What follows belongs to an exercise in optimizing a design on an open flow for small area, a short achievable clock period and few clock cycles per item; a production flow would make more cautious choices.
Function was checked by simulation only, so behaviour that the tests miss may differ from the original.
No activity file was given, so power comes from the tool's default toggle rates.

==> flow/design.v, too long to show whole: its modules and the start of the top module <==
// module mul_26x17_pipe: 20 lines
// module multi_seq_78: 1566 lines
module multi_seq_78 #(
    parameter int RADIX   = 78,
    parameter int DSP_LAT = 3
) (
    input  logic                 clk,
    input  logic                 rst_n,
    input  logic                 in_valid,
    output logic                 in_ready,
    input  logic [RADIX-1:0]     a,
    input  logic [RADIX-1:0]     b,
    output logic                 out_valid,
    input  logic                 out_ready,
    output logic [2*RADIX-1:0]   prod,
    output logic                 busy
);
  // ...
==> flow/run.sh <==
#!/bin/bash
# synth_recipe.tcl (not shown) runs the flow's synth.tcl, then flattens the netlist and writes it again
# the make line also repeats each setting of config.mk as NAME=value (left out here)
make -C /OpenROAD-flow-scripts/flow DESIGN_CONFIG=/design/flow/config.mk WORK_HOME=/design/flow/orfs CLKGATE_MAP_FILE= SYNTH_SCRIPT=/design/flow/synth_recipe.tcl finish
==> flow/config.mk <==
export PLATFORM = sky130hd
export DESIGN_NAME = multi_seq_78
export DESIGN_NICKNAME = multi_seq_78
export VERILOG_FILES = /design/flow/design.v
export SDC_FILE = /design/flow/constraint.sdc
export NUM_CORES = 4
export LEC_CHECK = 0
export CAP_MARGIN = 20
export CORE_MARGIN = 2
export CORE_UTILIZATION = 40
export SLEW_MARGIN = 20
==> flow/constraint.sdc <==
create_clock -name core_clock -period 6.8 [get_ports {clk}]
set_input_delay 1.3600 -clock core_clock [delete_from_list [all_inputs] [get_ports {clk}]]
set_output_delay 1.3600 -clock core_clock [all_outputs]
set_load 0.01 [all_outputs]
==> impl_metrics.ini, run 1 <==
[outcome]
status = complete, no violations

[place]
post-place-ws_ns = 2.171
placement.cell_area_mm2 = 0.03683
place_hpwl_um = 77380

[synth]
synth_xor_xnor_area_share_pct = 10.32
warnings_from_yosys = 1
yosys.area_share.adder_pct = 25.32
synthSimpleGateAreaFrac_pct = 6.410
synth_area_mm2 = 0.03395
post-synth-top-area-fraction_pct = 18.58
synth_flop_cell = sky130_fd_sc_hd__dfxtp_1

[layout]
post_route_cells_drive_above_1_share_pct = 5.748
area_dominant_class = multi-input combinational cells
most_flops_register = lo_r
relative_area_change_from_synthesis_to_final_layout_pct = 13.39
clockNetworkAreaShare_pct = 4.314
area_used_by_multi_input_combinational_logic_mm2 = 0.02124
final_core_util_pct = 45.92

[route]
detailed_routing_iterations_pass_1 = 5
route.layer.met1.wl_um = 44630
routed-via-count = 26210
viasPerCell = 5.395
detailroute.wirelength.met3_um = 5701

[sta]
tns_ns = 0
timing.final.hold_violations = 0
finalCriticalPeriod_ns = 4.653
worst_case_hold_slack_ns = 0.4595

[global_route]
antenna_found_initial = 1
grt.met1_usage_pct = 31.27
global_route_wire_length_before_repair_um = 160500
globalRouteOverflowTotal = 0

[clock_network]
cts_sinks = 351
clkTransAtPathRegs_ns = 0.06
tritoncts.num_buffers = 48
ctsHtreeMaxLevel = 2

[worst_setup_path]
worstReg2RegEnd = prod[140]$_SDFFE_PN0P_
cp-end-kind = register
worst_path_largest_cell_delay_ns = 0.64
category_of_the_critical_setup_timing_path = register to register
cp-endpoint = prod[140]$_SDFFE_PN0P_

[run]
drv_cap = 0

[power_and_ir_drop]
internal_power_mw = 9.340

[floorplanning]
floorplan.die.height_um = 295.3
Testbench counts, summed over its fixed seeds: cycles 20,800, items 1,600.
==> run 2: changes to the inputs <==
--- a/flow/config.mk
+++ b/flow/config.mk
@@ -8,4 +8,5 @@
 export CAP_MARGIN = 20
 export CORE_MARGIN = 2
 export CORE_UTILIZATION = 40
+export SETUP_SLACK_MARGIN = 4.0
 export SLEW_MARGIN = 20
==> impl_metrics.ini, run 2 <==
[layout]
relative_area_change_from_synthesis_to_final_layout_pct = 25.47
mostFrequentLayoutCell = sky130_fd_sc_hd__inv_1
most_flops_register = lo_r
reg_top3 = lo_r (80), a_r (78), hc_r (77)
post_route_cells_drive_above_1_share_pct = 20.89
number_of_flip_flops_under_the_largest_register_name = 80
nets = 4483
num-fill-cells = 7747
layout.cells.most_common_list = sky130_fd_sc_hd__inv_1, sky130_fd_sc_hd__fa_1, sky130_fd_sc_hd__a22oi_1

[route]
routed-via-count = 27670
route.layer.met1.wl_um = 49970
drt_wl_total_um = 120800
route.met2.wl_um = 58030
topRoutingLayerUsed = met4
detailed_routing_iterations_pass_1 = 6
detail_route.wl_per_cell_um = 24.17
drt_iter0_markers = 2424
viasPerCell = 5.534
detailroute.wirelength.met3_um = 8494
postRouteAntennaNets = 0
drt_drc_violations_left = 0

[synth]
warnings_from_yosys = 1
post_synth.cell_area_avg_um2 = 9.235
share_of_synthesized_area_occupied_by_flip_flops_and_latches_pct = 25.30
post-synth-top-area-fraction_pct = 18.58
synth_cell_types = 81
syn-instance-count = 3676
synthDominantAreaCellType = sky130_fd_sc_hd__fa_1
synthTopCellsByArea = sky130_fd_sc_hd__fa_1, sky130_fd_sc_hd__edfxtp_1, sky130_fd_sc_hd__dfxtp_1, sky130_fd_sc_hd__a22oi_1, sky130_fd_sc_hd__xnor2_1
netlist_top_cells_count = sky130_fd_sc_hd__inv_1, sky130_fd_sc_hd__a22oi_1, sky130_fd_sc_hd__fa_1
synth_area_mm2 = 0.03395
synth_edf_count = 156
synth.net_count = 4334
postSynthRegisterBits = 351
synth_async_sr_flop_share_pct = 0
post-synth-top-count-cell = sky130_fd_sc_hd__inv_1
synth_flop_cell = sky130_fd_sc_hd__dfxtp_1

[clock_network]
worstSkewPairLatency_ns = 0.64
clkTransAtPathRegs_ns = 0.07
tritoncts_clock_tree = done
cts_sinks = 351
ctsLongestPathBuffers = 3
clk_root_buffer_cell = sky130_fd_sc_hd__clkbuf_16
tritoncts.num_buffers = 47
ctsHtreeMaxLevel = 2

[place]
buffer_ports.inserted = 318
final_weighted_congestion_of_routability_driven_global_placement = 0.8736
place_hpwl_um = 75110

[sta]
unrepaired_setup_endpoints_after_global_routing = yes
tns_ns = 0
timing.clock.skew_ns = 0.04295
final_setup_vio_count = 0
finalCriticalPeriod_ns = 4.063
worst-slew-pin-transition_ns = 1.017
timing.final.hold_violations = 0
worst_slew_margin_rel_pct = 32.18
period_share_pct = 59.75
report.final.slew_viol_count = 0
fmax_mhz = 246.1

[worst_hold_path]
hold_path_class = register to register

[floorplanning]
fp.coreArea_mm2 = 0.08382
top_level_port_count = 319
die_w_um = 295.3
floorplan.die.height_um = 295.3
start_util_pct = 40.50
standard_cell_row_count = 106
fp.dieArea_mm2 = 0.08721

[global_route]
grt.total_usage_pct = 27.20
globalRouteOverflowTotal = 0
grt_pass1_vias = 28070
global_route_wire_length_before_repair_um = 179500
pin_count_of_the_biggest_net_entering_global_routing = 152
antenna_found_initial = 1

[worst_setup_path]
cp-end-kind = register
reg2regPathDepth = 15
required_time_of_the_critical_path_ns = 7.28
worstReg2RegEnd = prod[153]$_SDFFE_PN0P_
depth_of_the_critical_timing_path_with_buffers_and_inverters_included = 15
category_of_the_critical_setup_timing_path = register to register
timing.critical_path.max_delay_family = compound AO/OA/AOI/OAI gates
cp_slowest_cell = sky130_fd_sc_hd__fa_2
arrival_ns = 4.55
critical_path.n_buffers_inverters = 1
startpoint_type = register
crit_start = cin_r[1]$_SDFFE_PN0P_
worst_path_largest_cell_delay_ns = 0.60
path_max_fanout = 5
worst_r2r_startpoint = cin_r[1]$_SDFFE_PN0P_
cp-endpoint = prod[153]$_SDFFE_PN0P_
worstPathCellList = fa_2, ha_4, inv_2, fa_2, nand3b_1, nand2_2, a41oi_4, o41ai_4, a41oi_4, o41ai_4, a311oi_2, o31a_4, o31ai_4, xnor2_2, o21ai_1
timing.reg2reg.setup_slack_ns = 2.74

[power_and_ir_drop]
power.static_leakage_nw = 18.17
power_per_cell_area_mw_per_mm2 = 467.4
worst_ir_drop_vdd_mv = 0.2349
total_power_mw = 19.91

[run]
drv_cap = 0

[outcome]
status = complete, no violations
==> run 2: layer usage <==
| layer | track usage [%] | vias to the layer above |
|---|---|---|
| met4 | 8.481 | 0 |
| li1 | - | 12500 |
| met3 | 4.917 | 211 |
| met2 | 45.06 | 983 |
| met5 | 0 | - |
| met1 | 36.05 | 13970 |
==> run 2: cells by family (layout without fill, tap and decap cells) <==
kind of cell | count (synthesis) | in the layout | synth area share, %
buf+inv | 959 | 1147 | 12.17
compound gates | 893 | 893 | 17.95
fa+ha+maj | 498 | 498 | 25.32
simple gates | 498 | 498 | 6.410
xor+xnor | 400 | 400 | 10.32
flops | 351 | 351 | 25.30
mux | 77 | 77 | 2.525
other cells | 0 | 1 | 0
==> run 2: timing repair <==
item	CTS	global route
pin swaps	275	199
hold buffers	0	0
endpoints found under the setup margin	405	171
gates cloned	19	5
resized for setup	570	219
endpoints found under the hold margin	0	0
setup buffers	84	35
==> run 2: worst min-delay path by stage <==
stage                                      from               endpoint  slack (ns)  depth (start not counted)
after floorplan           cin_r[0]$_SDFFE_PN0P_  cin_r[0]$_SDFFE_PN0P_        0.43                          2
after global placement    cin_r[0]$_SDFFE_PN0P_  cin_r[0]$_SDFFE_PN0P_        0.45                          2
after detailed placement  cin_r[0]$_SDFFE_PN0P_  cin_r[0]$_SDFFE_PN0P_        0.46                          2
after CTS                  hc_r[2]$_SDFFE_PN0P_   hc_r[2]$_SDFFE_PN0P_        0.46                          2
after global routing       ls_r[2]$_SDFFE_PN0P_   ls_r[2]$_SDFFE_PN0P_        0.48                          2
final                      hc_r[2]$_SDFFE_PN0P_   hc_r[2]$_SDFFE_PN0P_        0.46                          2
==> run 2: worst register-to-register path, cell delays in order, from the launching register on <==
cell                       delay [ns]
sky130_fd_sc_hd__dfxtp_2         0.33
sky130_fd_sc_hd__fa_2            0.60
sky130_fd_sc_hd__ha_4            0.14
sky130_fd_sc_hd__inv_2           0.03
sky130_fd_sc_hd__fa_2            0.33
sky130_fd_sc_hd__nand3b_1        0.17
sky130_fd_sc_hd__nand2_2         0.11
sky130_fd_sc_hd__a41oi_4         0.17
sky130_fd_sc_hd__o41ai_4         0.32
sky130_fd_sc_hd__a41oi_4         0.22
sky130_fd_sc_hd__o41ai_4         0.42
sky130_fd_sc_hd__a311oi_2        0.19
sky130_fd_sc_hd__o31a_4          0.38
sky130_fd_sc_hd__o31ai_4         0.27
sky130_fd_sc_hd__xnor2_2         0.15
sky130_fd_sc_hd__o21ai_1         0.07
==> run 2: cell type report <==
type / instances / area, µm² / area share [%]
Sequential cell: 351 / 8748 / 20.54
Inverter: 572 / 2196 / 5.155
Antenna cell: 1 / 2.502 / 0.005875
Clock inverter: 32 / 352.8 / 0.8284
Clock buffer: 56 / 1303 / 3.058
Timing Repair inverter: 3 / 28.78 / 0.06756
Tap cell: 1134 / 1419 / 3.331
Timing Repair Buffer: 484 / 5472 / 12.85
Multi-Input combinational cell: 2366 / 23070 / 54.17
==> run 2: where the power goes <==
part	total [mW]	leakage, nW	internal (mW)	switching (mW)
clock	2.66	0.808	1.51	1.15
sequential	3.34	3.26	2.73	0.604
combinational	13.9	14.1	5.99	7.92
==> run 2: metrics by stage <==
| stage | instances | worst slack (ns) | utilization (%) | cell area (µm²) | hold WS [ns] |
|---|---|---|---|---|---|
| finish | 4999 | 2.737 | 50.82 | 42590 | 0.4628 |
| detailed placement | 4767 | 2.468 | 44.19 | 37040 | 0.4571 |
| global placement | 4767 | 2.546 | 44.19 | 37040 | 0.4481 |
| global route | 4999 | 2.579 | 50.82 | 42590 | 0.4836 |
| floorplan | 3676 | 2.986 | - | 34430 | 0.4319 |
| CTS | 4958 | 2.525 | 49.31 | 41340 | 0.4609 |

afterwards: timing with drivers on the ports:
Ports are ideal in the flow. The routed layouts listed here were re-timed in OpenROAD. Step 1 sets driving cells, clkbuf_16 on the clock port and buf_2 on the other inputs (assumed; they add their load-dependent delay and slew). Step 2 adds t to the input delays and takes it off the output delays; t is the mean of the earliest and latest rising clock arrival at the registers after step 1. Input paths then give back, and output paths get back, about the clock's delay inside the block. Three values: no drivers, after step 1, after step 2; two values: the first two.
run | t (ns) | setup slack, ns | hold slack, ns
run 1 | 0.670 | 2.147 / 2.147 / 2.147 | 0.459 / 0.459 / 0.459
run 2 | 0.690 | 2.737 / 2.737 / 2.737 | 0.463 / 0.463 / 0.463
After both steps every run listed still meets setup and hold.
